Source: an optimization exercise on an open RTL-to-GDS flow (aim: small area, a short achievable clock period and few clock cycles per item). Production flows keep margins and buffers that such runs may drop. Only simulation tests tie the RTL to the original design; equivalence was not proved. Power is estimated from default activity; no workload was simulated.

## config.mk

```make
export PLATFORM = sky130hd
export DESIGN_NAME = deque_with_max_priority_removal_core
export DESIGN_NICKNAME = deque_with_max_priority_removal_core
export VERILOG_FILES = /design/flow/design.v
export SDC_FILE = /design/flow/constraint.sdc
export NUM_CORES = 4
export LEC_CHECK = 0
export CAP_MARGIN = 20
export CELL_PAD_IN_SITES_DETAIL_PLACEMENT = 1
export CELL_PAD_IN_SITES_GLOBAL_PLACEMENT = 2
export CORE_MARGIN = 2
export CORE_UTILIZATION = 35
export SETUP_SLACK_MARGIN = 2.5
export SLEW_MARGIN = 20
```

## constraint.sdc

```tcl
create_clock -name core_clock -period 5.5 [get_ports {clk}]
set_input_delay 1.1000 -clock core_clock [delete_from_list [all_inputs] [get_ports {clk}]]
set_output_delay 1.1000 -clock core_clock [all_outputs]
set_load 0.01 [all_outputs]
```

## design.v

```verilog
module dqp_cell #(
	parameter int DATA_W = 32
) (
	input  logic              clk,
	input  logic              we,           
	input  logic              front,        
	input  logic [DATA_W-1:0] new_val,
	input  logic [DATA_W-1:0] new_pri,
	output logic [DATA_W-1:0] val,
	output logic              new_beats     
);
	logic [DATA_W-1:0] val_q;
	logic [DATA_W-1:0] pri_q;
	always_ff @(posedge clk) begin
		if (we) begin
			val_q <= new_val;
			pri_q <= new_pri;
		end
	end
	logic [DATA_W-1:0] a, b;
	assign a = {~new_pri[DATA_W-1], new_pri[DATA_W-2:0]};
	assign b = {~pri_q[DATA_W-1], pri_q[DATA_W-2:0]};
	localparam int LV = 5;    
	logic [LV:0][DATA_W-1:0] gg, pp;
	always_comb begin
		gg[0] = a & ~b;
		pp[0] = a | ~b;
		for (int l = 0; l < LV; l++) begin
			for (int i = 0; i < DATA_W; i++) begin
				if ((i >> l) % 2 == 1) begin
					gg[l+1][i] = gg[l][i] | (pp[l][i] & gg[l][i - (1 << l)]);
					pp[l+1][i] = pp[l][i] & pp[l][i - (1 << l)];
				end else begin
					gg[l+1][i] = gg[l][i];
					pp[l+1][i] = pp[l][i];
				end
			end
		end
	end
	assign new_beats = gg[LV][DATA_W-1] | (pp[LV][DATA_W-1] & front);
	assign val       = val_q;
endmodule
module deque_with_max_priority_removal_core (
	input  logic        clk,
	input  logic        arst_n,
	input  logic        cmd_valid,
	output logic        cmd_ready,
	input  logic [2:0]  cmd_command,
	input  logic [31:0] cmd_entry_value,
	input  logic [31:0] cmd_entry_priority,
	output logic        rsp_valid,
	input  logic        rsp_ready,
	output logic [31:0] rsp_removed_value,
	output logic [1:0]  rsp_status,
	output logic [4:0]  rsp_occupancy
);
	localparam int DEPTH  = 16;
	localparam int CNT_W  = 5;
	localparam int DATA_W = 32;
	localparam logic [2:0] CMD_PUSH_FRONT = 3'd0;
	localparam logic [2:0] CMD_PUSH_REAR  = 3'd1;
	localparam logic [2:0] CMD_POP_FRONT  = 3'd2;
	localparam logic [2:0] CMD_POP_REAR   = 3'd3;
	localparam logic [2:0] CMD_POP_MAX    = 3'd4;
	localparam logic [1:0] ST_DONE  = 2'd0;
	localparam logic [1:0] ST_EMPTY = 2'd1;
	localparam logic [1:0] ST_FULL  = 2'd2;
	logic              rsp_valid_q;
	logic              s1_valid_q;
	logic              s1_move;
	logic              cmd_fire;
	assign s1_move   = s1_valid_q && (!rsp_valid_q || rsp_ready);
	assign cmd_ready = !s1_valid_q || !rsp_valid_q || rsp_ready;
	assign cmd_fire  = cmd_valid && cmd_ready;
	logic [DEPTH-1:0]             valid_q;
	logic [CNT_W-1:0]             count_q;
	logic [DEPTH-1:0][DATA_W-1:0] slot_val;
	logic [DEPTH-1:0]             new_beats;
	logic [DEPTH-1:0]             slot_we;
	logic [DEPTH-1:0][DEPTH-1:0]  before_q;    
	logic [DEPTH-1:0][DEPTH-1:0]  beats_q;     
	logic is_push, is_pop, is_front;
	logic full, empty;
	logic push_ok, pop_ok;
	logic [DEPTH-1:0] free_oh;
	logic [DEPTH-1:0] sel_front, sel_rear, sel_max, sel;
	assign is_push  = (cmd_command == CMD_PUSH_FRONT) || (cmd_command == CMD_PUSH_REAR);
	assign is_pop   = (cmd_command == CMD_POP_FRONT) || (cmd_command == CMD_POP_REAR) ||
	                  (cmd_command == CMD_POP_MAX);
	assign is_front = (cmd_command == CMD_PUSH_FRONT);
	assign full     = &valid_q;
	assign empty    = ~|valid_q;
	assign push_ok  = cmd_fire && is_push && !full;
	assign pop_ok   = cmd_fire && is_pop && !empty;
	assign free_oh = ~valid_q & (valid_q + DEPTH'(1));
	assign slot_we = push_ok ? free_oh : '0;
	genvar g;
	generate
		for (g = 0; g < DEPTH; g++) begin : g_slot
			dqp_cell #(.DATA_W(DATA_W)) u_cell (
				.clk       (clk),
				.we        (slot_we[g]),
				.front     (is_front),
				.new_val   (cmd_entry_value),
				.new_pri   (cmd_entry_priority),
				.val       (slot_val[g]),
				.new_beats (new_beats[g])
			);
		end
	endgenerate
	always_comb begin
		for (int a = 0; a < DEPTH; a++) begin
			sel_front[a] = valid_q[a];
			sel_rear[a]  = valid_q[a];
			sel_max[a]   = valid_q[a];
			for (int b = 0; b < DEPTH; b++) begin
				if (b < a) begin
					sel_front[a] &= !valid_q[b] || !before_q[b][a];
					sel_rear[a]  &= !valid_q[b] ||  before_q[b][a];
					sel_max[a]   &= !valid_q[b] || !beats_q[b][a];
				end else if (b > a) begin
					sel_front[a] &= !valid_q[b] ||  before_q[a][b];
					sel_rear[a]  &= !valid_q[b] || !before_q[a][b];
					sel_max[a]   &= !valid_q[b] ||  beats_q[a][b];
				end
			end
		end
	end
	always_comb begin
		case (cmd_command)
			CMD_POP_FRONT: sel = sel_front;
			CMD_POP_REAR:  sel = sel_rear;
			default:       sel = sel_max;
		endcase
	end
	always_ff @(posedge clk or negedge arst_n) begin
		if (!arst_n) begin
			valid_q <= '0;
			count_q <= '0;
		end else begin
			if (push_ok) begin
				valid_q <= valid_q | free_oh;
				count_q <= count_q + CNT_W'(1);
			end else if (pop_ok) begin
				valid_q <= valid_q & ~sel;
				count_q <= count_q - CNT_W'(1);
			end
		end
	end
	logic [DEPTH-1:0] beat_lo, beat_hi;
	assign beat_lo = slot_we | ~new_beats;
	assign beat_hi = slot_we |  new_beats;
	always_ff @(posedge clk) begin
		for (int a = 0; a < DEPTH; a++) begin
			for (int b = a + 1; b < DEPTH; b++) begin
				if (slot_we[a] || slot_we[b]) begin
					before_q[a][b] <= slot_we[a] ? is_front : !is_front;
					beats_q[a][b]  <= beat_lo[a] && beat_hi[b];
				end
			end
		end
	end
	logic [1:0]        status_d;
	logic [CNT_W-1:0]  occ_d;
	always_comb begin
		status_d = ST_DONE;
		if (is_push && full) status_d = ST_FULL;
		if (is_pop && empty) status_d = ST_EMPTY;
		occ_d = count_q;
		if (push_ok) occ_d = count_q + CNT_W'(1);
		if (pop_ok)  occ_d = count_q - CNT_W'(1);
	end
	logic [DEPTH-1:0]  s1_sel_q;      
	logic [1:0]        s1_status_q;
	logic [CNT_W-1:0]  s1_occ_q;
	always_ff @(posedge clk or negedge arst_n) begin
		if (!arst_n)       s1_valid_q <= 1'b0;
		else if (cmd_fire) s1_valid_q <= 1'b1;
		else if (s1_move)  s1_valid_q <= 1'b0;
	end
	always_ff @(posedge clk) begin
		if (cmd_fire) begin
			s1_sel_q    <= pop_ok ? sel : '0;
			s1_status_q <= status_d;
			s1_occ_q    <= occ_d;
		end
	end
	logic [DATA_W-1:0] removed_d;
	logic [DATA_W-1:0] rsp_val_q;
	logic [1:0]        rsp_status_q;
	logic [CNT_W-1:0]  rsp_occ_q;
	always_comb begin
		removed_d = '0;
		for (int a = 0; a < DEPTH; a++) begin
			removed_d |= slot_val[a] & {DATA_W{s1_sel_q[a]}};
		end
	end
	always_ff @(posedge clk or negedge arst_n) begin
		if (!arst_n)        rsp_valid_q <= 1'b0;
		else if (s1_move)   rsp_valid_q <= 1'b1;
		else if (rsp_ready) rsp_valid_q <= 1'b0;
	end
	always_ff @(posedge clk) begin
		if (s1_move) begin
			rsp_val_q    <= removed_d;
			rsp_status_q <= s1_status_q;
			rsp_occ_q    <= s1_occ_q;
		end
	end
	assign rsp_valid         = rsp_valid_q;
	assign rsp_removed_value = rsp_val_q;
	assign rsp_status        = rsp_status_q;
	assign rsp_occupancy     = rsp_occ_q;
endmodule
```

## run.sh

```bash
#!/bin/bash
# synth_recipe.tcl (not shown) runs the flow's synth.tcl, then flattens the netlist and writes it again
# the make line also repeats each setting of config.mk as NAME=value (left out here)
make -C /OpenROAD-flow-scripts/flow DESIGN_CONFIG=/design/flow/config.mk WORK_HOME=/design/flow/orfs CLKGATE_MAP_FILE= SYNTH_SCRIPT=/design/flow/synth_recipe.tcl finish
```

==> results of run 1 <==
-- area by class of cell --
class                   instances  share of cell area [%]
clock buffers                 187                    5.58
multi-input cells            2314                    24.1
well taps                    2189                    3.80
clock inverters                89                    1.19
repair inverters                5                  0.0817
inverters                     203                    1.37
repair buffers                519                    7.73
flip-flops and latches       1349                    56.1
diodes                          3                  0.0104
-- synth_stat cells (17+ instances only) --
cell type  count  area [um^2]
a221o_1       27          270
a31oi_1       26          163
nand3_1       30          150
a221oi_1     251         2200
nor2_1       214          803
nand2_1      270         1010
buf_1         33          124
a22o_1       152         1330
nor3_1        29          145
o21a_1        17          128
maj3_1       132         1320
a222oi_1      39          390
o221ai_1      45          394
buf_2         35          175
a2bb2oi_1     24          210
a2111oi_0     36          315
clkbuf_1     178          668
a22oi_1       33          248
xnor2_1       17          149
edfxtp_1    1326        39800
dfrtp_1       23          576
nand4_1       61          382
nor2b_1      105          657
nand2b_1     128          801
o2111ai_1     38          333
o21ai_0      120          601
o22ai_1      174         1090
inv_1        181          679
a21oi_1       87          435
-- power groups by stage --
stage	logic [mW]	clock network, mW	registers (mW)
finish	2.06	10.0	11.5
global route	2.14	10.5	11.5
CTS	1.95	10.2	11.5
detailed placement	1.64	0	11.7
global placement	1.63	0	11.7
floorplan	0.822	0	11.7
-- routing by layer --
metal / track usage (%) / part of all wire (%) / vias to the layer above
li1: - / - / 17500
met1: 39.2 / 43 / 22200
met4: 9.83 / 3.9 / 4
met3: 5.26 / 7.7 / 497
met5: 0 / 0.013 / -
met2: 43.4 / 45 / 1950
-- cell usage in the layout, fill, tap and decap left out, types with 61 or more instances in the layout --
cell             instances
clkdlybuf4s50_1         74
nand2b_1               127
nor2b_1                102
nor2_1                 148
nand2_1                255
nand4_1                 61
clkbuf_16              161
a22o_1                 152
buf_4                  268
buf_12                  66
a21oi_1                 78
a221oi_1               249
inv_1                  144
o22ai_1                174
edfxtp_1              1326
maj3_1                 123
o21ai_0                110
-- per-stage QoR --
stage / area, um^2 / setup WS (ns) / utilization (%)
floorplan: 58600 / 1.65 / -
global placement: 63100 / -0.194 / 38.3
detailed placement: 63100 / -0.252 / 38.3
CTS: 71000 / 2.30 / 43.2
global route: 72000 / 2.24 / 43.7
finish: 72000 / 2.26 / 43.7
-- worst max path at each step --
stage	to	slack [ns]	cells after the start
detailed placement	beats_q[37]$_DFFE_PP_	-0.25	9
CTS	beats_q[41]$_DFFE_PP_	2.30	10
finish	beats_q[52]$_DFFE_PP_	2.26	12
global placement	beats_q[37]$_DFFE_PP_	-0.19	9
global route	beats_q[46]$_DFFE_PP_	2.24	10
floorplan	beats_q[126]$_DFFE_PP_	1.65	10
-- state kept, by name (all words and copies together) (netlist names), 2 cells and up --
signal,cells
beats_q,120
before_q,120
count_q,5
g_slot.u_cell.pri_q,512
g_slot.u_cell.val_q,512
rsp_occ_q,5
rsp_status_q,2
rsp_val_q,32
s1_occ_q,5
s1_sel_q,16
s1_status_q,2
valid_q,16
-- worst max-delay path, cell delays in order --
cell      delay (ns)
buf_12          0.12
or3_4           0.49
buf_4           0.18
buf_6           0.11
o221ai_2        0.18
a41oi_1         0.14
o21a_2          0.20
o41a_1          0.43
o211ai_1        0.18
buf_4           0.24
and2_4          0.25
nor2_1          0.06
-- timing repair --
action | in CTS | in global routing
gates cloned | 24 | 6
hold buffers | 0 | 0
resized for setup | 457 | 170
setup endpoints to repair | 1349 | 438
setup buffers | 133 | 33
endpoints found under the hold margin | 0 | 0
pin swaps | 108 | 69
-- cells by family (layout without fill, tap and decap cells) --
kind of cell	count (synthesis)	count (layout)	synth area share (%)
other cells	0	3	0
simple gates	942	946	8.19
xor+xnor	20	20	0.303
compound gates	1198	1200	15.9
buf+inv	462	1003	3.19
flops	1349	1349	69.8
fa+ha+maj	148	148	2.60
==> summary.md, run 1 <==
| Metric | Value |
|---|---|
| Top_reg_cell synth | edfxtp_1 |
| Max VDD drop | 0.289 mV |
| Crit path max fanout | 6 |
| Slew HR | between 40% and 50% |
| Starting Density | about a third |
| Drc violations | 0 |
| RSZ-0062 raised after global routing | true |
| Cell area after synthesis | ~58000 um^2 |
| CP arrival | 3.73 ns |
| Mean Syn Cell Area | between 10 and 15 um^2 |
| Routed len/inst | between 30 and 40 um |
| Sequential cell area | around 40000 um^2 |
| I/O pins | ~110 |
| Num CTS Buffers | ~160 |
| Cells after Synth | between 4000 and 5000 |
| Post-synth EDFFs | between 1000 and 1500 |
| Fin crit period | 3.24 ns |
| Cell row count | between 100 and 150 |
| Die width | between 400 and 500 um |
| CP endpoint kind | flop |
| Placed insts | ~6400 |
| WL final | 242000 um |
| DRT Pass-1 Iters | 8 |
| Clock buffer depth | 3 |
| Drt initial violations | between 5000 and 6000 |
| Vias in the first global route | around 42000 |
| Die Y | between 400 and 500 um |
| Clock transition at path regs | 0.06 ns |
| Synth cell types | 99 |
| Worst hold path type | flop to flop |
| P_sw | between 5 and 6 mW |
| Worst-Margin Slew | between 0.8 and 0.9 ns |
| Worst Hold Path EP | rsp_occ_q[2]$_DFFE_PP_ |
| Largest net degree at the start of global routing | 50 |
| Power per Cell Area | approximately 330 nW/um^2 |
| Switching share of power | 24.9% |
| Overall power | ~24 mW |
| Share of power burned in combinational logic | between 8 and 9% |
| Later-pin clock latency in the skew report | approximately 0.79 ns |
| Hold WS | around 0.42 ns |
| Pint | between 15 and 20 mW |
| Remaining Overflow, GRT | 0 |
| Peak Freq | between 0.3 and 0.4 GHz |
| CTS root buffer | clkbuf_16 |
| TritonCTS clock tree | done |
| Layout Cells excl Fill | roughly 6900 |
| GR Util All Layers | around 28% |
| Final Cycle Share | 58.9% |
| YS warnings | 2 |
| Area Growth Syn to Fin | 24.4% |
| Antenna violations before repair | 9 |
| Seq pwr share | 48.7% |
| HPWL after DPL | between 150000 and 200000 um |
| Critical Path Source | cmd_command[1] |
| Final hold vios | 0 |
| FF-to-FF path depth | 11 |
| First-pass GRT wire length | 336000 um |
| Reg-to-Reg End | beats_q[54]$_DFFE_PP_ |
| CP Data Required Time | 5.99 ns |
| Kind of critical path | primary input to flop |
| Port buffer count | 111 |
| Worst r2r src | valid_q[5]$_DFFE_PN0P_ |
| Post-synth ARST share | 1.70% |
| Via count | 42200 |
| Max_cap viols | 0 |
| Post-DRT Antenna Nets | 0 |
| Gp weighted congestion | just under 1 |
| Setup Skew | slightly above 0.05 ns |
| Final layout net count | 4622 |
| Core area | about 160000 um^2 |
| Fraction of the yosys area taken by sequential cells | a little over two thirds |
| Setup TNS | 0 ns |
| Finish-stage setup viols | 0 |
| Hold Crit Start | s1_occ_q[2]$_DFFE_PP_ |
| H-Tree Level Count | 4 |
| Crit path launch type | primary input |
| Multi-input gate area in the final layout | about 17000 um^2 |
| Fillers | 16400 |
| Max-slew violations | 0 |
| Leakage | roughly 24 nW |
| CTS sink count | 1349 |
| Syn nets | approximately 4200 |
| Vias per cell | ~6.1 |
| Share of layout cells above drive strength 1 | 21.3% |
| Clock Power Share | around 43% |
| Hold path cells | 0 |
| R2r setup slk | between 2 and 2.5 ns |
| Die ar. | around 170000 um^2 |
| Synth Register Bits | 1349 |
| Outcome | complete, no violations |
Testbench counts, summed over its fixed seeds: cycles 16,016, items 16,000.
==> inputs of run 2 (changes only) <==
--- a/config.mk
+++ b/config.mk
@@ -12,2 +12,4 @@
 export CORE_UTILIZATION = 35
+export CTS_CLUSTER_DIAMETER = 100
+export CTS_CLUSTER_SIZE = 20
 export SETUP_SLACK_MARGIN = 2.5
==> summary.md, run 2 <==
| Metric | Value |
|---|---|
| Routed len/inst | 35.9 um (+1.5%) |
| Multi-input gate area in the final layout | 17500 um^2 (+0.41%) |
| Vias per cell | 6.21 (+0.97%) |
| Fraction of the yosys area taken by sequential cells | 69.8% (unchanged) |
| Share of layout cells above drive strength 1 | 20.5% (-0.83 points) |
| Synth Register Bits | 1349 (unchanged) |
| Commonest non-fill, non-tap cell in the layout | edfxtp_1 |
| CTS Hold Buffers Added | 0 (unchanged) |
| CP max stage cell | or3_4 |
| Worst Path Buf+Inv | 5 (+1) |
| Gp weighted congestion | 0.985 (unchanged) |
| Largest net degree at the start of global routing | 50 (unchanged) |
| Antenna violations before repair | 7 (-2) |
| Clock buffer depth | 3 (unchanged) |
| Setup TNS | 0 ns (unchanged) |
| Final layout net count | 4586 (-0.78%) |
| Drt initial violations | 5068 (-2.0%) |
| CP dominant cell by count | buf_12 |
| Wire length on met2 | 109000 um (about the same) |
| Finish-stage setup viols | 0 (unchanged) |
| Max_cap viols | 0 (unchanged) |
| CTS root buffer | clkbuf_16 |
| Post-synth ARST share | 1.70% (unchanged) |
| Worst hold path type | flop to flop |
| Crit path launch type | primary input |
| Die Y | 411 um (unchanged) |
| Top_reg_cell synth | edfxtp_1 |
| Area of placed instances | 63100 um^2 (unchanged) |
| TritonCTS clock tree | done |
| Setup Skew | 0.0334 ns (-0.0179 ns) |
| Cell area after synthesis | 57900 um^2 (unchanged) |
| Area Growth Syn to Fin | 20.7% |
| RSZ-0062 raised after global routing | true |
| Crit path largest cell delay | 0.45 ns (-0.04 ns) |
| Top Registers | g_slot.u_cell.pri_q: 512 flops, g_slot.u_cell.val_q: 512 flops |
| Outcome | complete, no violations |
| Post-DRT Antenna Nets | 0 (unchanged) |
| Core area | 165000 um^2 (unchanged) |
| Via count | 41700 (-0.99%) |
| CP endpoint kind | flop |
| Max-slew violations | 0 (unchanged) |
| Sequential cell area | 40400 um^2 (unchanged) |
| Largest area contributor in the netlist | edfxtp_1 |
| HPWL after DPL | 150000 um (unchanged) |
| YS warnings | 2 (unchanged) |
| CP arrival | 3.87 ns (+0.14 ns) |
| Count leader, synth | edfxtp_1 |
| I/O pins | 112 (unchanged) |
| WL final | 241000 um (-0.42%) |
| Cell Chain, Critical Path | buf_12 -> buf_12 -> or3_4 -> buf_4 -> buf_6 -> maj3_2 -> maj3_2 -> o21ai_4 -> a31oi_4 -> a31o_4 -> and4_4 -> buf_12 -> nor2_1 |
| Crit path max fanout | 10 (+4) |
| Starting Density | 35.2% (unchanged) |
| Num CTS Buffers | 79 (-49%) |
| Drc violations | 0 (unchanged) |
| Top sig layer | met5 |
| Final setup margin | 2.21 ns (-0.0476 ns) |
| Syn nets | 4194 (unchanged) |
| Wire length on met1 | 105000 um (+0.11%) |
| Post-synth EDFFs | 1326 (unchanged) |
| Final hold vios | 0 (unchanged) |
| Port buffer count | 111 (unchanged) |
| Fin crit period | 3.29 ns (+0.0476 ns) |
| Power per Cell Area | 283 nW/um^2 (-14%) |
| Final Cycle Share | 59.7% (+0.86 points) |
| Synth cell types | 99 (unchanged) |
| Most frequent cells in the layout | edfxtp_1, buf_4, nand2_1, a221oi_1, o22ai_1 |
| CP top delay family | simple AND/OR/NAND/NOR gates |
| H-Tree Level Count | 3 (-1) |
| CTS sink count | 1349 (unchanged) |
| Later-pin clock latency in the skew report | 0.73 ns (-0.06 ns) |
| Die width | 411 um (unchanged) |
| Worst-Margin Slew | 0.854 ns (+0.0142 ns) |
| GR Util All Layers | 27.8% (-0.13 points) |
| Leakage | 23.0 nW (-4.4%) |
| Vias in the first global route | 41400 (-2.1%) |
| Max VDD drop | 0.308 mV (+6.6%) |
| Peak Freq | 0.304 GHz (-1.4%) |
| Mean Syn Cell Area | 14.1 um^2 (unchanged) |
| Die ar. | 169000 um^2 (unchanged) |
| Synth area leaders | edfxtp_1, a221oi_1, a22o_1, maj3_1, o22ai_1 |
| Synth top area share | 68.8% (unchanged) |
| Pre-CTS WS | -0.252 ns (unchanged) |
| Kind of critical path | primary input to flop |
| Clock transition at path regs | 0.08 ns (+0.02 ns) |
| Synth cell count leaders | edfxtp_1, nand2_1, a221oi_1 |
| Design area | 69900 um^2 (-3.0%) |
| Slew HR | 43.0% (-0.95 points) |
| First-pass GRT wire length | 333000 um (-0.70%) |
| DRT Pass-1 Iters | 7 (-1) |
| CP Data Required Time | 6.08 ns (+0.09 ns) |
| Remaining Overflow, GRT | 0 (unchanged) |
| Cell row count | 149 (unchanged) |
| Fillers | 16500 (+0.48%) |
| Met3 WL post-DR | 18000 um (-4.2%) |
| Cells after Synth | 4119 (unchanged) |
run 2: cell counts after synthesis:
No cell type changed its count.
run 2: kinds of logic (layout without fill, tap and decap cells):
logic type / count (synthesis) / in the layout / share of synthesized area [%]
adder cells (fa/ha/maj): 148 / 148 / 2.60
XOR/XNOR: 20 / 20 / 0.303
AO/OA/AOI/OAI: 1198 / 1200 / 15.9
AND/OR/NAND/NOR: 942 / 946 / 8.19
other: 0 / 2 / 0
buffers and inverters: 462 / 871 / 3.19
flip-flops: 1349 / 1349 / 69.8
run 2: metal layers:
| metal | GRT usage [%] | vias up |
|---|---|---|
| met5 | 0 | - |
| met4 | 8.72 | 2 |
| met3 | 4.45 | 433 |
| met2 | 43.4 | 1904 |
| met1 | 39.8 | 22100 |
| li1 | - | 17300 |
run 2: final timing paths:
kind	cells after the start	to	startpoint	slack (ns)
worst max-delay path	13	beats_q[77]$_DFFE_PP_	cmd_command[0]	2.21
worst min-delay path	0	rsp_occ_q[2]$_DFFE_PP_	s1_occ_q[2]$_DFFE_PP_	0.42
worst max register to register	7	s1_sel_q[1]$_SDFFCE_PN0P_	valid_q[7]$_DFFE_PN0P_	2.40
worst min register to register	0	rsp_occ_q[2]$_DFFE_PP_	s1_occ_q[2]$_DFFE_PP_	0.42
max in group asynchronous	2	valid_q[14]$_DFFE_PN0P_	arst_n	4.42
min in group asynchronous	2	valid_q[3]$_DFFE_PN0P_	arst_n	0.77
run 2: where the power goes:
| group | switching, mW | total (mW) | internal, mW |
|---|---|---|---|
| Combinational | 1.34 | 2.11 | 0.763 |
| Sequential | 0.0724 | 11.4 | 11.4 |
| Clock | 3.54 | 6.19 | 2.66 |
| Total | 4.95 | 19.7 | 14.8 |
run 2: area by class of cell:
cell class	count	share of cell area [%]
well taps	2189	3.92
repair buffers	558	8.64
flip-flops and latches	1349	57.8
inverters	203	1.40
multi-input cells	2314	25.0
repair inverters	6	0.0967
clock buffers	92	2.90
clock inverters	12	0.229
diodes	2	0.00716
run 2: timing repair:
action / 4_1_cts / 5_1_grt
resized for setup: 470 / 228
hold endpoints to repair: 0 / 0
setup buffers: 149 / 55
cloned: 27 / 5
pin swaps: 110 / 106
endpoints found under the setup margin: 1370 / 429
run 2: worst reg2reg max path: cells and delay by family (launching register included):
kind	cells	cell delay (ns)
buf+inv	2	0.59
flops	1	0.55
compound gates	4	1.37
simple gates	1	0.42
run 2: through the flow:
step	instances	hold WS, ns	power, mW	util [%]
after floorplan	4119	0.400	12.5	-
after global placement	6383	0.404	13.3	38.3
after detailed placement	6383	0.406	13.3	38.3
after CTS	6663	0.426	19.7	41.7
after global routing	6724	0.432	20.3	42.4
final	6725	0.424	19.7	42.4
==> inputs of run 3 (changes only) <==
--- a/design.v
+++ b/design.v
@@ -89,3 +89,3 @@
 	                  (cmd_command == CMD_POP_MAX);
-	assign is_front = (cmd_command == CMD_PUSH_FRONT);
+	assign is_front = !cmd_command[0];
 	assign full     = &valid_q;
==> summary.md, run 3 <==
| Metric | Value |
|---|---|
| Outcome | complete, no violations |
| Cells after Synth | 4191 (+1.7%) |
| Final Cycle Share | 55.9% (-3.9 points) |
| RSZ-0062 raised after global routing | true |
| Design area | 69900 um^2 (about the same) |
| Largest area contributor in the netlist | edfxtp_1 |
| Peak Freq | 0.325 GHz (+6.9%) |
| Final hold vios | 0 (unchanged) |
| Share of layout cells above drive strength 1 | 20.2% (-0.34 points) |
| Die Y | 411 um (+0.10%) |
| Crit path largest cell delay | 0.33 ns (-0.12 ns) |
| Synth cell types | 89 (-10%) |
| Cell Chain, Critical Path | buf_12 -> buf_12 -> nor2b_4 -> maj3_2 -> a2111oi_4 -> o21ai_2 -> a211oi_2 -> buf_4 -> o31a_1 -> and3_4 -> buf_16 -> nor2_4 |
| Max-slew violations | 0 (unchanged) |
| Layout Cells excl Fill | 6767 (+0.62%) |
| Vias in the first global route | 41200 (-0.44%) |
| Clock buffer depth | 3 (unchanged) |
| Cell row count | 149 (unchanged) |
| Synth Register Bits | 1349 (unchanged) |
| WL final | 237000 um (-1.9%) |
| Vias per cell | 6.13 (-1.2%) |
| CTS sink count | 1349 (unchanged) |
| Kind of critical path | primary input to flop |
| Largest net degree at the start of global routing | 65 (+30%) |
| CP endpoint kind | flop |
| Power per Cell Area | 284 nW/um^2 (+0.30%) |
| Cell area after synthesis | 58000 um^2 (+0.21%) |
| Area of placed instances | 63100 um^2 (about the same) |
| Post-synth ARST share | 1.70% (unchanged) |
| Clock transition at path regs | 0.09 ns (about the same) |
| I/O pins | 112 (unchanged) |
| Fillers | 16500 (+0.12%) |
| Die ar. | 169000 um^2 (+0.21%) |
| TritonCTS clock tree | done |
| Top_reg_cell synth | edfxtp_1 |
| Via count | 41500 (-0.57%) |
| Area Growth Syn to Fin | 20.5% |
| Hold WS | 0.422 ns (-0.00118 ns) |
| Synth top area share | 68.6% (-0.14 points) |
| Post-synth EDFFs | 1326 (unchanged) |
| First-pass GRT wire length | 328000 um (-1.7%) |
| Fraction of the yosys area taken by sequential cells | 69.6% (-0.15 points) |
| Max_cap viols | 0 (unchanged) |
| Starting Density | 35.2% (about the same) |
| Worst hold path type | flop to flop |
| Later-pin clock latency in the skew report | 0.74 ns (about the same) |
| Slew HR | 32.0% (-11 points) |
| CTS root buffer | clkbuf_16 |
| Max VDD drop | 0.224 mV (-27%) |
| Crit path launch type | primary input |
| YS warnings | 2 (unchanged) |
| Synth area leaders | edfxtp_1, a221oi_1, a22o_1, maj3_1, nand2_1 |
| Drc violations | 0 (unchanged) |
| CP arrival | 3.56 ns (-0.31 ns) |
| Worst-Margin Slew | 1.02 ns (+0.165 ns) |
| Finish-stage setup viols | 0 (unchanged) |
| H-Tree Level Count | 3 (unchanged) |
| Core area | 165000 um^2 (+0.11%) |
| Top Registers | g_slot.u_cell.pri_q: 512 flops, g_slot.u_cell.val_q: 512 flops |
| Num CTS Buffers | 79 (unchanged) |
| Crit path max fanout | 7 (-3) |
| Count leader, synth | edfxtp_1 |
| CTS Hold Buffers Added | 0 (unchanged) |
| Die width | 411 um (+0.10%) |
| Commonest non-fill, non-tap cell in the layout | edfxtp_1 |
| Most frequent cells in the layout | edfxtp_1, buf_4, nand2_1, a221oi_1, nor2_1 |
| Port buffer count | 111 (unchanged) |
| Synth cell count leaders | edfxtp_1, nand2_1, nor2_1 |
| Overall power | 19.8 mW (+0.35%) |
| Placed insts | 6454 (+1.1%) |
| Post-DRT Antenna Nets | 0 (unchanged) |
| CP dominant cell by count | buf_12 |
| Antenna violations before repair | 5 (-2) |
| CP Data Required Time | 5.99 ns (-0.09 ns) |
| Leakage | 23.1 nW (+0.55%) |
| Final layout net count | 4629 (+0.94%) |
| Remaining Overflow, GRT | 0 (unchanged) |
| CP max stage cell | and3_4 |
| Syn nets | 4266 (+1.7%) |
| GR Util All Layers | 27.3% (-0.56 points) |
| Routed len/inst | 35.0 um (-2.5%) |
| Fin crit period | 3.07 ns (-0.213 ns) |
| Gp weighted congestion | 0.977 (-0.87%) |
| Setup Skew | 0.0626 ns (+0.0292 ns) |
| DRT Pass-1 Iters | 6 (-1) |
| Mean Syn Cell Area | 13.8 um^2 (-1.5%) |
| Drt initial violations | 4930 (-2.7%) |
| Setup TNS | 0 ns (unchanged) |
| HPWL after DPL | 147000 um (-2.3%) |
==> run 3: cell types whose count changed after synthesis, moves of 16 or more <==
| cell | change |
|---|---|
| maj3_1 | -31 |
| nor2_1 | +31 |
| o21ai_0 | +63 |
| o22ai_1 | -38 |
| a211oi_1 | +21 |
| inv_1 | -16 |
| a22oi_1 | +30 |
| a21oi_1 | +27 |
==> run 3: critical path: cells and delay by family <==
kind | cells | cell delay, ns
adders and majority gates | 1 | 0.32
AOI/OAI and AO/OA | 4 | 1.00
buffers and inverters | 4 | 0.63
and+or+nand+nor | 3 | 0.48
==> run 3: stage by stage <==
stage                     worst slack [ns]  utilization, %
after global routing                  2.38            42.4
after CTS                             2.43            41.5
after detailed placement             0.410            38.3
final                                 2.43            42.4
after global placement               0.540            38.3
after floorplan                       1.82               -
==> run 3: worst paths after layout <==
kind / from / end / slack [ns] / depth (start not counted)
max reg2reg: valid_q[7]$_DFFE_PN0P_ / s1_sel_q[2]$_SDFFCE_PN0P_ / 2.50 / 9
min reg2reg: s1_occ_q[1]$_DFFE_PP_ / rsp_occ_q[1]$_DFFE_PP_ / 0.42 / 0
min in group asynchronous: arst_n / valid_q[5]$_DFFE_PN0P_ / 0.73 / 2
max in group asynchronous: arst_n / valid_q[1]$_DFFE_PN0P_ / 4.50 / 2
min: s1_occ_q[1]$_DFFE_PP_ / rsp_occ_q[1]$_DFFE_PP_ / 0.42 / 0
max: cmd_entry_priority[2] / beats_q[14]$_DFFE_PP_ / 2.43 / 12
==> run 3: timing repair <==
item                                    in CTS  in global routing
buffers inserted                           131                 53
gates cloned                                16                  8
pin swaps                                   85                104
endpoints found under the setup margin    1381                519
resized for setup                          446                257
==> run 3: kinds of logic (layout without fill, tap and decap cells) <==
| group | after synthesis | in the layout | synth area share [%] |
|---|---|---|---|
| buffers and inverters | 450 | 834 | 3.12 |
| and+or+nand+nor | 962 | 962 | 8.21 |
| xor gates and xnor gates | 20 | 20 | 0.302 |
| DFF | 1349 | 1349 | 69.6 |
| adders and majority gates | 109 | 109 | 1.91 |
| AOI/OAI and AO/OA | 1301 | 1301 | 16.8 |
| other | 0 | 3 | 0 |
==> run 3: report_power, final <==
group / switching, mW / internal (mW) / total [mW]
Clock: 3.56 / 2.72 / 6.28
Sequential: 0.0732 / 11.4 / 11.5
Combinational: 1.33 / 0.748 / 2.08
Total: 4.97 / 14.9 / 19.8
==> run 3: metal layers <==
| layer | part of all wire (%) | up-vias | GRT usage (%) | routed length, um |
|---|---|---|---|---|
| li1 | - | 17500 | - | - |
| met1 | 43 | 21900 | 37.6 | 101000 |
| met2 | 47 | 1696 | 43.8 | 110000 |
| met3 | 6.9 | 415 | 4.37 | 16400 |
| met4 | 3.9 | 4 | 9.26 | 9190 |
| met5 | 0.0097 | - | 0 | 23 |
==> run 3: area by class of cell <==
class	instances	area, um^2	share of cell area [%]
inverter	187	927	1.33
clock inverter	15	267	0.381
sequential	1349	40400	57.8
clock buffer	87	2010	2.87
tap	2189	2740	3.92
antenna	3	7.51	0.0107
timing repair inverter	4	33.8	0.0483
multi-input combinational	2392	17700	25.3
timing repair buffer	541	5860	8.38
Testbench counts of run 3, summed over its fixed seeds: cycles 16,016, items 16,000.
==> inputs of run 4 (changes only) <==
--- a/config.mk
+++ b/config.mk
@@ -12,4 +12,2 @@
 export CORE_UTILIZATION = 35
-export CTS_CLUSTER_DIAMETER = 100
-export CTS_CLUSTER_SIZE = 20
 export SETUP_SLACK_MARGIN = 2.5
==> summary.md, run 4 <==
| Metric | Value |
|---|---|
| Most frequent cells in the layout | edfxtp_1, buf_4, nand2_1, nor2_1, a221oi_1 |
| Clock buffer depth | 3 (unchanged) |
| Max-slew violations | 0 (unchanged) |
| Later-pin clock latency in the skew report | 0.82 ns (+0.08 ns) |
| HPWL after DPL | 147000 um (unchanged) |
| RSZ-0062 raised after global routing | true |
| CTS sink count | 1349 (unchanged) |
| First-pass GRT wire length | 330000 um (+0.91%) |
| Kind of critical path | flop to flop |
| Fin crit period | 3.05 ns (-0.0237 ns) |
| Commonest non-fill, non-tap cell in the layout | edfxtp_1 |
| Largest area contributor in the netlist | edfxtp_1 |
| Fraction of the yosys area taken by sequential cells | 69.6% (unchanged) |
| Synth area leaders | edfxtp_1, a221oi_1, a22o_1, maj3_1, nand2_1 |
| Top_reg_cell synth | edfxtp_1 |
| Remaining Overflow, GRT | 0 (unchanged) |
| Core area | 165000 um^2 (unchanged) |
| Die width | 411 um (unchanged) |
| Share of layout cells above drive strength 1 | 19.9% (-0.28 points) |
| CP endpoint kind | flop |
| Synth Register Bits | 1349 (unchanged) |
| Port buffer count | 111 (unchanged) |
| CP Data Required Time | 6.13 ns (+0.14 ns) |
| Cell area after synthesis | 58000 um^2 (unchanged) |
| Overall power | 23.5 mW (+19%) |
| Finish-stage setup viols | 0 (unchanged) |
| Post-synth ARST share | 1.70% (unchanged) |
| Drc violations | 0 (unchanged) |
| Syn nets | 4266 (unchanged) |
| Power per Cell Area | 329 nW/um^2 (+16%) |
| Die ar. | 169000 um^2 (unchanged) |
| TritonCTS clock tree | done |
| Setup Skew | 0.0617 ns (-0.000991 ns) |
| I/O pins | 112 (unchanged) |
| WL final | 236000 um (-0.17%) |
| Slew HR | 36.5% (+4.5 points) |
| Synth cell types | 89 (unchanged) |
| Drt initial violations | 4913 (-0.34%) |
| Peak Freq | 0.328 GHz (+0.78%) |
| Via count | 42000 (+1.3%) |
| CTS root buffer | clkbuf_16 |
| Leakage | 23.9 nW (+3.6%) |
| Final hold vios | 0 (unchanged) |
| Starting Density | 35.2% (unchanged) |
| Clock transition at path regs | 0.06 ns (-0.03 ns) |
| Max_cap viols | 0 (unchanged) |
| Count leader, synth | edfxtp_1 |
| Area Growth Syn to Fin | 23.3% |
| CP arrival | 3.68 ns (+0.12 ns) |
| Final layout net count | 4652 (+0.50%) |
| H-Tree Level Count | 4 (+1) |
| Synth cell count leaders | edfxtp_1, nand2_1, nor2_1 |
| Crit path max fanout | 38 (+31) |
| Outcome | complete, no violations |
| Crit path largest cell delay | 0.85 ns (+0.52 ns) |
| Final Cycle Share | 55.4% (-0.43 points) |
| Max VDD drop | 0.291 mV (+30%) |
| Cell row count | 149 (unchanged) |
| Die Y | 411 um (unchanged) |
| Routed len/inst | 34.3 um (-2.0%) |
| YS warnings | 2 (unchanged) |
| GR Util All Layers | 27.5% (+0.26 points) |
| Largest net degree at the start of global routing | 65 (unchanged) |
| Cell Chain, Critical Path | buf_6 -> a222oi_1 -> o2111ai_1 -> a2111o_1 -> a31oi_4 -> o21ai_0 |
| Top Registers | g_slot.u_cell.pri_q: 512 flops, g_slot.u_cell.val_q: 512 flops |
| Num CTS Buffers | 153 (+94%) |
| Vias in the first global route | 42000 (+1.8%) |
| Cells after Synth | 4191 (unchanged) |
| Worst hold path type | flop to flop |
| Vias per cell | 6.10 (-0.55%) |
| Synth top area share | 68.6% (unchanged) |
| Mean Syn Cell Area | 13.8 um^2 (unchanged) |
| Setup TNS | 0 ns (unchanged) |
| CP max stage cell | a222oi_1 |
| DRT Pass-1 Iters | 6 (unchanged) |
| Worst-Margin Slew | 0.952 ns (-0.0675 ns) |
| Crit path launch type | flop |
| Gp weighted congestion | 0.977 (unchanged) |
| Antenna violations before repair | 5 (unchanged) |
| Post-synth EDFFs | 1326 (unchanged) |
| Post-DRT Antenna Nets | 0 (unchanged) |
[run 4: kinds of logic after synthesis]
family | Yosys count | synth area share (%)
xor+xnor | 20 | 0.302
flops | 1349 | 69.6
buf+inv | 450 | 3.12
simple gates | 962 | 8.21
compound gates | 1301 | 16.8
fa+ha+maj | 109 | 1.91
[run 4: area by class of cell]
type,count,area (um^2)
Sequential cell,1349,40400
Tap cell,2189,2740
Inverter,187,896
Multi-Input combinational cell,2392,17300
Fill cell,16400,93300
Clock inverter,84,923
Antenna cell,4,10.0
Timing Repair Buffer,490,5210
Clock buffer,194,3990
Timing Repair inverter,4,30.0
[run 4: per-stage QoR]
step	cell area, um^2	cells	util (%)	hold slack [ns]	setup slack (ns)
after global routing	71500	6890	43.4	0.426	2.45
after global placement	63100	6454	38.3	0.402	0.540
final	71500	6893	43.4	0.416	2.45
after floorplan	58500	4191	-	0.400	1.82
after detailed placement	63100	6454	38.3	0.406	0.410
after CTS	70800	6854	43.0	0.419	2.49
[run 4: repair_timing]
action                                  in CTS  in global routing
pin swaps                                   76                 57
hold endpoints to repair                     0                  0
endpoints found under the setup margin    1309                396
hold buffers                                 0                  0
gates cloned                                15                  2
resized for setup                          415                119
setup buffers                              107                 33
[run 4: worst paths after layout]
kind / from / end / slack [ns] / depth (start not counted)
max reg2reg: valid_q[0]$_DFFE_PN0P_ / valid_q[15]$_DFFE_PN0P_ / 2.45 / 6
max in group asynchronous: arst_n / valid_q[7]$_DFFE_PN0P_ / 4.55 / 2
min in group asynchronous: arst_n / valid_q[4]$_DFFE_PN0P_ / 0.69 / 2
max: valid_q[0]$_DFFE_PN0P_ / valid_q[15]$_DFFE_PN0P_ / 2.45 / 6
min reg2reg: s1_occ_q[1]$_DFFE_PP_ / rsp_occ_q[1]$_DFFE_PP_ / 0.42 / 0
min: s1_occ_q[1]$_DFFE_PP_ / rsp_occ_q[1]$_DFFE_PP_ / 0.42 / 0
[run 4: power breakdown]
group / leakage (nW) / switching [mW] / internal (mW)
sequential: 12.1 / 0.0728 / 11.4
clock: 2.36 / 4.40 / 5.64
combinational: 9.46 / 1.30 / 0.689
[run 4: worst max-delay path, delay by kind of cell (launching register included)]
family                 cells  cell delay [ns]
AOI/OAI and AO/OA          5             2.18
DFF                        1             0.41
buffers and inverters      1             0.28
[run 4: routing by layer]
| layer | global-route usage (%) | vias to the layer above | routed length [um] |
|---|---|---|---|
| met3 | 4.67 | 456 | 16400 |
| met1 | 37.7 | 22100 | 101000 |
| met5 | 0 | - | 12 |
| met2 | 44.0 | 1855 | 110000 |
| met4 | 10.1 | 2 | 8870 |
| li1 | - | 17600 | - |
==> inputs of run 5 (changes only) <==
--- a/config.mk
+++ b/config.mk
@@ -11,3 +11,5 @@
 export CORE_MARGIN = 2
-export CORE_UTILIZATION = 35
+export CORE_UTILIZATION = 45
+export CTS_CLUSTER_DIAMETER = 100
+export CTS_CLUSTER_SIZE = 20
 export SETUP_SLACK_MARGIN = 2.5
==> summary.md, run 5 <==
| Metric | Value |
|---|---|
| Outcome | complete, no violations |
| Setup Skew | 0.0320 ns (-0.0297 ns) |
| Die Y | 363 um (-12%) |
| Routed len/inst | 36.8 um (+7.3%) |
| Setup TNS | 0 ns (unchanged) |
| Cells after Synth | 4191 (unchanged) |
| I/O pins | 112 (unchanged) |
| Fin crit period | 3.11 ns (+0.0605 ns) |
| Synth top area share | 68.6% (unchanged) |
| Syn nets | 4266 (unchanged) |
| Commonest non-fill, non-tap cell in the layout | edfxtp_1 |
| Gp weighted congestion | 1.03 (+5.0%) |
| CP endpoint kind | flop |
| CP max stage cell | o211ai_1 |
| RSZ-0062 raised after global routing | true |
| Top Registers | g_slot.u_cell.pri_q: 512 flops, g_slot.u_cell.val_q: 512 flops |
| Slew HR | 12.7% (-24 points) |
| Crit path max fanout | 7 (-82%) |
| Worst r2r src | valid_q[11]$_DFFE_PN0P_ |
| Max VDD drop | 0.288 mV (-1.1%) |
| Largest net degree at the start of global routing | 65 (unchanged) |
| Later-pin clock latency in the skew report | 0.73 ns (-0.09 ns) |
| Pre-CTS WS | 0.524 ns (+0.114 ns) |
| Port buffer count | 111 (unchanged) |
| Share of layout cells above drive strength 1 | 19.9% (+0.049 points) |
| Synth cell count leaders | edfxtp_1, nand2_1, nor2_1 |
| Num CTS Buffers | 78 (-49%) |
| Cell row count | 131 (-12%) |
| Die ar. | 132000 um^2 (-22%) |
| Reg-to-Reg End | s1_sel_q[8]$_SDFFCE_PN0P_ |
| Most frequent cells in the layout | edfxtp_1, buf_4, nand2_1, a221oi_1, nor2_1 |
| Synth cell types | 89 (unchanged) |
| First-pass GRT wire length | 318000 um (-3.9%) |
| HPWL after DPL | 138000 um (-5.8%) |
| Max_cap viols | 0 (unchanged) |
| Fraction of the yosys area taken by sequential cells | 69.6% (unchanged) |
| CTS sink count | 1349 (unchanged) |
| Crit path largest cell delay | 0.65 ns (-0.20 ns) |
| Top_reg_cell synth | edfxtp_1 |
| Largest area contributor in the netlist | edfxtp_1 |
| Final setup margin | 2.39 ns (-0.0605 ns) |
| R2r setup slk | 2.46 ns (about the same) |
| FF-to-FF path depth | 9 (+3) |
| Starting Density | 45.4% (+10 points) |
| Antenna violations before repair | 7 (+2) |
| Post-synth EDFFs | 1326 (unchanged) |
| Count leader, synth | edfxtp_1 |
| Critical Path Source | cmd_entry_priority[0] |
| Fillers | 12200 (-26%) |
| Clock transition at path regs | 0.09 ns (+0.03 ns) |
| Synth area leaders | edfxtp_1, a221oi_1, a22o_1, maj3_1, nand2_1 |
| DRT Pass-1 Iters | 8 (+2) |
| Leakage | 23.1 nW (-3.5%) |
| Mean Syn Cell Area | 13.8 um^2 (unchanged) |
| GR Util All Layers | 33.9% (+6.4 points) |
| Area Growth Syn to Fin | 19.3% |
| TritonCTS clock tree | done |
| CP arrival | 3.58 ns (-0.10 ns) |
| Cell area after synthesis | 58000 um^2 (unchanged) |
| Via count | 42100 (+0.13%) |
| Remaining Overflow, GRT | 0 (unchanged) |
| Hold path cells | 0 (unchanged) |
| Final Cycle Share | 56.5% (+1.1 points) |
| Max-slew violations | 0 (unchanged) |
| Drc violations | 0 (unchanged) |
| Synth Register Bits | 1349 (unchanged) |
| H-Tree Level Count | 3 (-1) |
| Drt initial violations | 5686 (+16%) |
| Vias in the first global route | 41700 (-0.64%) |
| Post-synth ARST share | 1.70% (unchanged) |
| CP Data Required Time | 5.97 ns (-0.16 ns) |
| Post-DRT Antenna Nets | 0 (unchanged) |
| Peak Freq | 0.322 GHz (-1.9%) |
| Power per Cell Area | 283 nW/um^2 (-14%) |
| Kind of critical path | primary input to flop |
| YS warnings | 2 (unchanged) |
| Die width | 363 um (-12%) |
| Finish-stage setup viols | 0 (unchanged) |
| Cell Chain, Critical Path | buf_8 -> inv_4 -> buf_8 -> maj3_2 -> maj3_2 -> o21a_1 -> o211ai_1 -> a2bb2oi_2 -> buf_4 -> a21oi_4 -> buf_12 -> nor2_1 |
| CTS root buffer | clkbuf_16 |
| Final layout net count | 4615 (-0.80%) |
| Worst-Margin Slew | 1.31 ns (+0.357 ns) |
| Core area | 128000 um^2 (-23%) |
| Final hold vios | 0 (unchanged) |
| Worst hold path type | flop to flop |
| WL final | 229000 um (-3.2%) |
| Clock buffer depth | 3 (unchanged) |
| Crit path launch type | primary input |
| Critical Path End | beats_q[142]$_DFFE_PP_ |
| Vias per cell | 6.76 (+11%) |
| Final core utilization | 54.2% (+11 points) |
## run 5: cell count changes in the layout (fill, tap and decap cells not counted), sizes merged
cell / previous run / this run
inv: 158 / 162
clkinv: 74 / 14
dlygate4sd2: 12 / 9
and3: 16 / 17
diode: 4 / 3
bufinv: 9 / 0
clkbuf: 207 / 102
dlymetal6s2s: 0 / 1
bufbuf: 6 / 12
buf: 383 / 413
clkdlybuf4s15: 5 / 6
clkinvlp: 34 / 26
## run 5: routing by layer
metal / track usage, % / vias up / wire length (um)
met2: 52.8 / 2145 / 105000
met3: 8.03 / 543 / 21600
met4: 12.8 / 10 / 9460
li1: - / 17500 / -
met5: 0 / - / 69
met1: 46.4 / 21900 / 92900
## run 5: worst min path at each step
| stage | from | end | slack, ns |
|---|---|---|---|
| final | s1_occ_q[1]$_DFFE_PP_ | rsp_occ_q[1]$_DFFE_PP_ | 0.42 |
| after global routing | s1_status_q[1]$_SDFFCE_PP0P_ | rsp_status_q[1]$_DFFE_PP_ | 0.43 |
| after CTS | s1_occ_q[1]$_DFFE_PP_ | rsp_occ_q[1]$_DFFE_PP_ | 0.43 |
| after detailed placement | s1_occ_q[1]$_DFFE_PP_ | rsp_occ_q[1]$_DFFE_PP_ | 0.41 |
| after global placement | s1_occ_q[0]$_DFFE_PP_ | rsp_occ_q[0]$_DFFE_PP_ | 0.40 |
| after floorplan | s1_occ_q[0]$_DFFE_PP_ | rsp_occ_q[0]$_DFFE_PP_ | 0.40 |
## run 5: final cells by class
cell class / instances / area (um^2) / share of cell area, %
flip-flops and latches: 1349 / 40400 / 58.4
multi-input cells: 2393 / 17700 / 25.5
repair buffers: 526 / 5970 / 8.62
well taps: 1662 / 2080 / 3.00
clock buffers: 88 / 1990 / 2.87
inverters: 187 / 875 / 1.26
clock inverters: 10 / 183 / 0.264
repair inverters: 5 / 37.5 / 0.0542
diodes: 3 / 7.51 / 0.0108
## run 5: what timing repair did
action,in CTS,in global routing
hold buffers,0,0
pin swaps,92,95
gates cloned,23,9
buffers inserted,117,52
setup endpoints to repair,1361,548
resized for setup,484,212
## run 5: kinds of logic (layout without fill, tap and decap cells)
logic type | after synthesis | count (layout) | synth area share, %
other | 0 | 3 | 0
AND/OR/NAND/NOR | 962 | 963 | 8.21
adder cells (fa/ha/maj) | 109 | 109 | 1.91
AO/OA/AOI/OAI | 1301 | 1301 | 16.8
XOR/XNOR | 20 | 20 | 0.302
flip-flops | 1349 | 1349 | 69.6
buffers and inverters | 450 | 816 | 3.12
## run 5: per-stage QoR
stage / cell area, um^2 / power [mW] / hold slack (ns) / std cells
finish: 69200 / 19.6 / 0.424 / 6223
CTS: 67700 / 19.5 / 0.426 / 6159
floorplan: 58500 / 12.5 / 0.400 / 4191
global route: 69200 / 20.1 / 0.434 / 6220
global placement: 62400 / 13.3 / 0.403 / 5921
detailed placement: 62400 / 13.3 / 0.406 / 5921
## run 5: worst max-delay path: cells and delay by family
kind                     cells  cell delay [ns]
AO/OA/AOI/OAI                4             1.18
AND/OR/NAND/NOR              1             0.05
buffers and inverters        5             0.58
adder cells (fa/ha/maj)      2             0.64
## run 5: report_power, final
part	internal [mW]	leakage (nW)	switching (mW)	total (mW)
clock	2.63	1.05	3.48	6.11
sequential	11.4	12.1	0.0729	11.5
combinational	0.714	9.92	1.30	2.01
total	14.7	23.1	4.85	19.6
==> inputs of run 6 (changes only) <==
--- a/config.mk
+++ b/config.mk
@@ -11,6 +11,6 @@
 export CORE_MARGIN = 2
-export CORE_UTILIZATION = 45
+export CORE_UTILIZATION = 40
 export CTS_CLUSTER_DIAMETER = 100
 export CTS_CLUSTER_SIZE = 20
-export SETUP_SLACK_MARGIN = 2.5
+export SETUP_SLACK_MARGIN = 2.3
 export SLEW_MARGIN = 20
==> summary.md, run 6 <==
| Metric | Value |
|---|---|
| Outcome | complete, no violations |
| Count leader, synth | edfxtp_1 |
| Hold Crit Start | s1_occ_q[4]$_DFFE_PP_ |
| Simple-Gate Fraction of Synth Area | 8.21% (unchanged) |
| Fraction of the yosys area taken by sequential cells | 69.6% (unchanged) |
| Post-synth ARST share | 1.70% (unchanged) |
| Setup Skew | 0.0431 ns (+0.0112 ns) |
| Post-synth EDFFs | 1326 (unchanged) |
| Most frequent cells in the layout | edfxtp_1, nand2_1, buf_4, a221oi_1, nor2_1 |
| WL final | 241000 um (+5.4%) |
| Port buffer count | 111 (unchanged) |
| CTS Hold Buffers Added | 0 (unchanged) |
| Worst Path Buf+Inv | 3 (-2) |
| Power per Cell Area | 292 nW/um^2 (+3.2%) |
| Post-DRT Antenna Nets | 0 (unchanged) |
| Max_cap viols | 0 (unchanged) |
| Max-slew violations | 0 (unchanged) |
| I/O pins | 112 (unchanged) |
| Multiplexer share of the synthesized area | 0% (unchanged) |
| Final layout net count | 4552 (-1.4%) |
| Starting Density | 40.3% (-5.1 points) |
| RSZ-0062 raised after global routing | true |
| Cells after Synth | 4191 (unchanged) |
| Share of layout cells above drive strength 1 | 16.4% (-3.5 points) |
| Largest family of logic cells by synthesized area | compound AO/OA/AOI/OAI gates |
| Top_reg_cell synth | edfxtp_1 |
| Cell row count | 139 (+6.1%) |
| Antenna violations before repair | 7 (unchanged) |
| CP arrival | 3.97 ns (+0.39 ns) |
| Max VDD drop | 0.245 mV (-15%) |
| CP dominant cell by count | buf_4 |
| Peak Freq | 0.298 GHz (-7.2%) |
| Die Y | 385 um (+6.0%) |
| Adder-cell share of the synthesized area | 1.91% (unchanged) |
| Mean Syn Cell Area | 13.8 um^2 (unchanged) |
| Remaining Overflow, GRT | 0 (unchanged) |
| Largest net degree at the start of global routing | 66 (+1.5%) |
| YS warnings | 2 (unchanged) |
| Critical Path Source | valid_q[10]$_DFFE_PN0P_ |
| Cell area after synthesis | 58000 um^2 (unchanged) |
| Setup TNS | 0 ns (unchanged) |
| Top Registers | g_slot.u_cell.pri_q: 512 flops, g_slot.u_cell.val_q: 512 flops |
| Num CTS Buffers | 79 (+1.3%) |
| Design area | 67700 um^2 (-2.2%) |
| CP max stage cell | nor4_1 |
| CP Data Required Time | 6.12 ns (+0.15 ns) |
| Commonest non-fill, non-tap cell in the layout | edfxtp_1 |
| First-pass GRT wire length | 333000 um (+4.7%) |
| Synth cell count leaders | edfxtp_1, nand2_1, nor2_1 |
| GR Util All Layers | 32.1% (-1.8 points) |
| Crit path largest cell delay | 0.71 ns (+0.06 ns) |
| Largest area contributor in the netlist | edfxtp_1 |
| Drt initial violations | 4586 (-19%) |
| Gp weighted congestion | 0.981 (-4.3%) |
| TritonCTS clock tree | done |
| Die ar. | 148000 um^2 (+12%) |
| Syn nets | 4266 (unchanged) |
| Synth Area in Compound Gates | 16.8% (unchanged) |
| Crit path max fanout | 20 (+13) |
| CTS sink count | 1349 (unchanged) |
| Finish-stage setup viols | 0 (unchanged) |
| Area Growth Syn to Fin | 16.6% |
| Cell Chain, Critical Path | buf_4 -> inv_2 -> buf_4 -> o22ai_1 -> a221oi_1 -> nand3_1 -> nor4_1 -> a31oi_1 -> a21oi_1 -> nor2_1 |
| Final Cycle Share | 61.0% (+4.4 points) |
| Synth top area share | 68.6% (unchanged) |
| Drc violations | 0 (unchanged) |
| Synth Register Bits | 1349 (unchanged) |
| Synth area leaders | edfxtp_1, a221oi_1, a22o_1, maj3_1, nand2_1 |
| Crit path launch type | flop |
| Routed len/inst | 37.7 um (+2.4%) |
| Vias in the first global route | 41100 (-1.5%) |
| Worst r2r src | valid_q[10]$_DFFE_PN0P_ |
| DRT Pass-1 Iters | 10 (+2) |
| HPWL after DPL | 155000 um (+12%) |
| Via count | 41600 (-1.3%) |
| Worst hold path type | flop to flop |
| Clock buffer depth | 3 (unchanged) |
| Final core utilization | 47.0% (-7.2 points) |
| Final hold vios | 0 (unchanged) |
| Vias per cell | 6.49 (-4.0%) |
| Fin crit period | 3.35 ns (+0.243 ns) |
| Kind of critical path | flop to flop |
| CP top delay family | simple AND/OR/NAND/NOR gates |
| CTS root buffer | clkbuf_16 |
| Later-pin clock latency in the skew report | 0.74 ns (about the same) |
| Slew HR | 39.7% (+27 points) |
| H-Tree Level Count | 3 (unchanged) |
| Worst-Margin Slew | 0.904 ns (-0.406 ns) |
| Clock transition at path regs | 0.09 ns (about the same) |
| Leakage | 22.4 nW (-2.8%) |
| Synth cell types | 89 (unchanged) |
| Die width | 385 um (+6.0%) |
| Area of placed instances | 62700 um^2 (+0.46%) |
| Xor/xnor share of the synthesized area | 0.302% (unchanged) |
| CP endpoint kind | flop |
| Core area | 144000 um^2 (+13%) |
[run 6: cell counts after synthesis]
No cell type changed its count.
[run 6: logic make-up (layout without fill, tap and decap cells)]
group,Yosys count,in the layout
adders and majority gates,109,109
and+or+nand+nor,962,963
xor gates and xnor gates,20,20
DFF,1349,1349
AOI/OAI and AO/OA,1301,1301
buffers and inverters,450,757
other,0,2
[run 6: metal layers]
metal / routed length [um] / vias up / track usage, %
li1: - / 17400 / -
met1: 97500 / 22000 / 42.1
met2: 117000 / 1814 / 53.8
met3: 16200 / 435 / 4.58
met4: 10700 / 4 / 12.7
met5: 21 / - / 0
[run 6: final cells by class]
type / instances / area, um^2
Fill cell: 14300 / 76200
Sequential cell: 1349 / 40400
Multi-Input combinational cell: 2393 / 16900
Timing Repair Buffer: 465 / 4800
Tap cell: 1903 / 2380
Clock buffer: 88 / 2010
Inverter: 187 / 861
Clock inverter: 15 / 310
Timing Repair inverter: 2 / 17.5
Antenna cell: 2 / 5.00
[run 6: power by group]
part           internal [mW]  leakage, nW  total [mW]  switching, mW
combinational          0.648         9.21        1.95           1.31
clock                   2.81         1.11        6.36           3.55
sequential              11.4         12.1        11.5         0.0639
total                   14.8         22.4        19.8           4.92
[run 6: path summary, 6_finish.rpt]
path | endpoint | cells past startpoint | slack (ns)
max | valid_q[1]$_DFFE_PN0P_ | 10 | 2.15
min | rsp_occ_q[4]$_DFFE_PP_ | 0 | 0.42
max reg2reg | valid_q[1]$_DFFE_PN0P_ | 10 | 2.15
min reg2reg | rsp_occ_q[4]$_DFFE_PP_ | 0 | 0.42
max in group asynchronous | valid_q[15]$_DFFE_PN0P_ | 2 | 4.47
min in group asynchronous | valid_q[5]$_DFFE_PN0P_ | 2 | 0.75
[run 6: timing repair]
| action | in CTS | in global routing |
|---|---|---|
| gates resized for setup | 337 | 134 |
| pin swaps | 58 | 33 |
| setup endpoints to repair | 991 | 307 |
| gates cloned | 14 | 2 |
| buffers inserted | 85 | 15 |
[run 6: metrics by stage]
step           hold slack (ns)  power (mW)  worst slack (ns)  cells
2_1_floorplan            0.400        12.5              1.82   4191
3_3_place_gp             0.407        13.4             0.252   6183
3_5_place_dp             0.406        13.4             0.297   6183
4_1_cts                  0.427        19.8              2.27   6385
5_1_grt                  0.444        20.3              2.21   6403
6_report                 0.424        19.8              2.15   6404
==> inputs of run 7 (changes only) <==
--- a/config.mk
+++ b/config.mk
@@ -14,3 +14,3 @@
 export CTS_CLUSTER_SIZE = 20
-export SETUP_SLACK_MARGIN = 2.3
+export SETUP_SLACK_MARGIN = 2.7
 export SLEW_MARGIN = 20
==> summary.md, run 7 <==
| Metric | Value |
|---|---|
| Drt initial violations | 5077 (+11%) |
| Multi-input gate area in the final layout | 18700 um^2 (+11%) |
| First-pass GRT wire length | 331000 um (-0.63%) |
| Fillers | 13800 (-3.1%) |
| Post-synth EDFFs | 1326 (unchanged) |
| Cell row count | 139 (unchanged) |
| CP endpoint kind | flop |
| Multiplexer share of the synthesized area | 0% (unchanged) |
| Synth cell count leaders | edfxtp_1, nand2_1, nor2_1 |
| Leakage | 24.1 nW (+7.3%) |
| Gp weighted congestion | 0.987 (+0.61%) |
| Xor/xnor share of the synthesized area | 0.302% (unchanged) |
| Top_reg_cell synth | edfxtp_1 |
| Synth area leaders | edfxtp_1, a221oi_1, a22o_1, maj3_1, nand2_1 |
| Top Registers | g_slot.u_cell.pri_q: 512 flops, g_slot.u_cell.val_q: 512 flops |
| Post-DRT Antenna Nets | 0 (unchanged) |
| Core area | 144000 um^2 (unchanged) |
| Simple-Gate Fraction of Synth Area | 8.21% (unchanged) |
| RSZ-0062 raised after global routing | true |
| Cells after Synth | 4191 (unchanged) |
| Final hold vios | 0 (unchanged) |
| Count leader, synth | edfxtp_1 |
| FF-to-FF path depth | 11 (+1) |
| Pre-CTS WS | 0.282 ns (-0.0148 ns) |
| CP max stage cell | maj3_2 |
| Max_cap viols | 0 (unchanged) |
| Synth cell types | 89 (unchanged) |
| Antenna violations before repair | 10 (+3) |
| Port buffer count | 111 (unchanged) |
| Die Y | 385 um (unchanged) |
| Via count | 42600 (+2.6%) |
| Worst hold path type | flop to flop |
| Sequential cell area | 40400 um^2 (about the same) |
| Largest family of logic cells by synthesized area | compound AO/OA/AOI/OAI gates |
| Clock buffer depth | 3 (unchanged) |
| Finish-stage setup viols | 0 (unchanged) |
| Setup Skew | 0.0298 ns (-0.0133 ns) |
| Fin crit period | 3.03 ns (-0.325 ns) |
| Mean Syn Cell Area | 13.8 um^2 (unchanged) |
| CP dominant cell by count | buf_12 |
| Synth Area in Compound Gates | 16.8% (unchanged) |
| Peak Freq | 0.330 GHz (+11%) |
| I/O pins | 112 (unchanged) |
| Synth Register Bits | 1349 (unchanged) |
| GR Util All Layers | 31.6% (-0.48 points) |
| Worst-Margin Slew | 0.902 ns (-0.00148 ns) |
| Final Cycle Share | 55.0% (-5.9 points) |
| Adder-cell share of the synthesized area | 1.91% (unchanged) |
| Post-synth ARST share | 1.70% (unchanged) |
| Worst r2r src | g_slot[2].u_cell.pri_q[0]$_DFFE_PP_ |
| Final layout net count | 4727 (+3.8%) |
| Most frequent cells in the layout | edfxtp_1, buf_4, nand2_1, a221oi_1, o21ai_0 |
| Starting Density | 40.3% (unchanged) |
| Routed len/inst | 36.6 um (-2.7%) |
| CTS root buffer | clkbuf_16 |
| Die width | 385 um (unchanged) |
| CTS Hold Buffers Added | 0 (unchanged) |
| Clock transition at path regs | 0.09 ns (about the same) |
| Hold WS | 0.427 ns (+0.00328 ns) |
| CP arrival | 3.62 ns (-0.35 ns) |
| Kind of critical path | primary input to flop |
| Max-slew violations | 0 (unchanged) |
| Syn nets | 4266 (unchanged) |
| Later-pin clock latency in the skew report | 0.74 ns (about the same) |
| HPWL after DPL | 142000 um (-8.1%) |
| Reg-to-Reg End | beats_q[47]$_DFFE_PP_ |
| Drc violations | 0 (unchanged) |
| Num CTS Buffers | 78 (-1.3%) |
| Remaining Overflow, GRT | 0 (unchanged) |
| TritonCTS clock tree | done |
| WL final | 241000 um (about the same) |
| Vias per cell | 6.48 (-0.19%) |
| CP Data Required Time | 6.09 ns (-0.03 ns) |
| R2r setup slk | 2.59 ns (+0.44 ns) |
| Cell Chain, Critical Path | buf_12 -> buf_12 -> nor2b_4 -> maj3_2 -> a2111oi_4 -> o21ai_2 -> a211oi_2 -> buf_6 -> o31a_1 -> buf_4 -> a21oi_4 -> buf_12 -> buf_12 -> nor2_4 |
| Hold path cells | 0 (unchanged) |
| Crit path launch type | primary input |
| Max VDD drop | 0.224 mV (-8.4%) |
| H-Tree Level Count | 3 (unchanged) |
| Largest net degree at the start of global routing | 66 (unchanged) |
| Fraction of the yosys area taken by sequential cells | 69.6% (unchanged) |
| CP top delay family | compound AO/OA/AOI/OAI gates |
| Power per Cell Area | 276 nW/um^2 (-5.6%) |
| Worst Path Buf+Inv | 6 (+3) |
| Outcome | complete, no violations |
| Final setup margin | 2.47 ns (+0.325 ns) |
| Worst Hold Path EP | rsp_occ_q[4]$_DFFE_PP_ |
| Vias in the first global route | 41800 (+1.7%) |
| Area Growth Syn to Fin | 24.8% |
| YS warnings | 2 (unchanged) |
| Commonest non-fill, non-tap cell in the layout | edfxtp_1 |
| DRT Pass-1 Iters | 8 (-2) |
| Crit path max fanout | 7 (-65%) |
| Synth top area share | 68.6% (unchanged) |
| CTS sink count | 1349 (unchanged) |
| Largest area contributor in the netlist | edfxtp_1 |
| Slew HR | 39.8% (+0.098 points) |
| Cell area after synthesis | 58000 um^2 (unchanged) |
| Setup TNS | 0 ns (unchanged) |
| Die ar. | 148000 um^2 (unchanged) |
| Hold Crit Start | s1_occ_q[4]$_DFFE_PP_ |
| Share of layout cells above drive strength 1 | 24.5% (+8.1 points) |
| Crit path largest cell delay | 0.32 ns (-0.39 ns) |
## run 7: cell count changes in the layout (fill, tap and decap cells not counted), sizes merged, moves of 3 or more
| cell | change |
|---|---|
| dlygate4sd2 | -4 |
| bufinv | -3 |
| bufbuf | +4 |
| inv | +7 |
| and2 | +3 |
| clkbuf | +6 |
| diode | +3 |
| buf | +168 |
| clkdlybuf4s50 | -5 |
## run 7: worst register-to-register path: cells and delay by family, from the launching register on
family	cells	cell delay, ns
AND/OR/NAND/NOR	1	0.06
buffers and inverters	4	0.66
flip-flops	1	0.38
AO/OA/AOI/OAI	4	0.88
adder cells (fa/ha/maj)	2	0.71
## run 7: power by group
| part | leakage (nW) | switching, mW | internal, mW | total [mW] |
|---|---|---|---|---|
| sequential | 12.1 | 0.0720 | 11.4 | 11.5 |
| clock | 1.07 | 3.57 | 2.64 | 6.21 |
| combinational | 10.9 | 1.42 | 0.866 | 2.29 |
## run 7: how the worst max path moves through the flow
stage | depth (start not counted) | slack [ns] | endpoint | from
after floorplan | 8 | 1.82 | beats_q[205]$_DFFE_PP_ | rsp_ready
after global placement | 11 | 0.35 | beats_q[59]$_DFFE_PP_ | cmd_entry_priority[0]
after detailed placement | 11 | 0.28 | beats_q[155]$_DFFE_PP_ | cmd_entry_priority[0]
after CTS | 11 | 2.47 | beats_q[138]$_DFFE_PP_ | cmd_entry_priority[0]
after global routing | 14 | 2.40 | beats_q[40]$_DFFE_PP_ | cmd_entry_priority[2]
final | 14 | 2.47 | beats_q[47]$_DFFE_PP_ | cmd_entry_priority[2]
## run 7: timing repair
item,CTS,global route
gates resized for setup,819,319
cloned,41,13
setup buffers,201,59
hold endpoints to repair,0,0
pin swaps,174,141
endpoints found under the setup margin,1528,871
## run 7: stage by stage
| step | power (mW) | instance area (um^2) | util (%) | std cells |
|---|---|---|---|---|
| 2_1_floorplan | 12.5 | 58500 | - | 4191 |
| 3_5_place_dp | 13.3 | 62700 | 43.6 | 6161 |
| 6_report | 20.0 | 72400 | 50.4 | 6582 |
| 4_1_cts | 19.9 | 70400 | 49.0 | 6505 |
| 3_3_place_gp | 13.3 | 62700 | 43.6 | 6161 |
| 5_1_grt | 20.5 | 72400 | 50.3 | 6580 |
## run 7: area by class of cell
| class | instances | share of cell area, % |
|---|---|---|
| Sequential cell | 1349 | 55.8 |
| Multi-Input combinational cell | 2396 | 25.9 |
| Timing Repair Buffer | 630 | 10.5 |
| Tap cell | 1903 | 3.29 |
| Clock buffer | 91 | 2.76 |
| Inverter | 187 | 1.35 |
| Clock inverter | 11 | 0.299 |
| Timing Repair inverter | 10 | 0.152 |
| Antenna cell | 5 | 0.0173 |
## run 7: cell families after synthesis
group                    after synthesis
buffers and inverters                450
AO/OA/AOI/OAI                       1301
adder cells (fa/ha/maj)              109
AND/OR/NAND/NOR                      962
XOR/XNOR                              20
flip-flops                          1349
## run 7: metal layers
metal,track usage [%],share of wire (%),vias up
met1,44.0,42,22300
met3,5.71,8.1,533
met2,49.8,46,2068
met4,11.3,4.2,6
li1,-,-,17700
met5,0,0.021,-

port drivers added, routing unchanged:
The results above use ideal ports. As a check the final layouts listed here were re-extracted and re-timed, cells and wires unchanged.
Step 1 (the two cells are an assumption about what drives the block):
set clk [get_ports {clk}]
set_driving_cell -lib_cell sky130_fd_sc_hd__clkbuf_16 $clk
set_driving_cell -lib_cell sky130_fd_sc_hd__buf_2 [delete_from_list [all_inputs] $clk]
Step 2, shift: input delay + t, output delay - t, t = (earliest + latest rising clock arrival at the registers) / 2. This alone moves slack from input paths to output paths.
Slacks: ideal / step 1 / step 2; pairs: ideal / step 1.
run	t, ns	setup slack, ns	slew at the worst register clock pin (ns)
run 1	0.841	2.262 / 2.289 / 1.447	0.07 / 0.07
run 2	0.788	2.214 / 2.240 / 1.452	0.09 / 0.09
run 3	0.794	2.427 / 2.458 / 1.664	0.10 / 0.10
run 4	0.879	2.451 / 2.451 / 1.650	0.07 / 0.07
run 5	0.796	2.390 / 2.418 / 1.622	0.09 / 0.09
run 6	0.792	2.147 / 2.147 / 1.594	0.10 / 0.10
run 7	0.801	2.472 / 2.498 / 1.697	0.10 / 0.10
After both steps setup and hold are still met in every run listed. The setup slack of run 1, which loses most, moves by +0.027 ns with the drivers and by -0.815 ns with both steps.
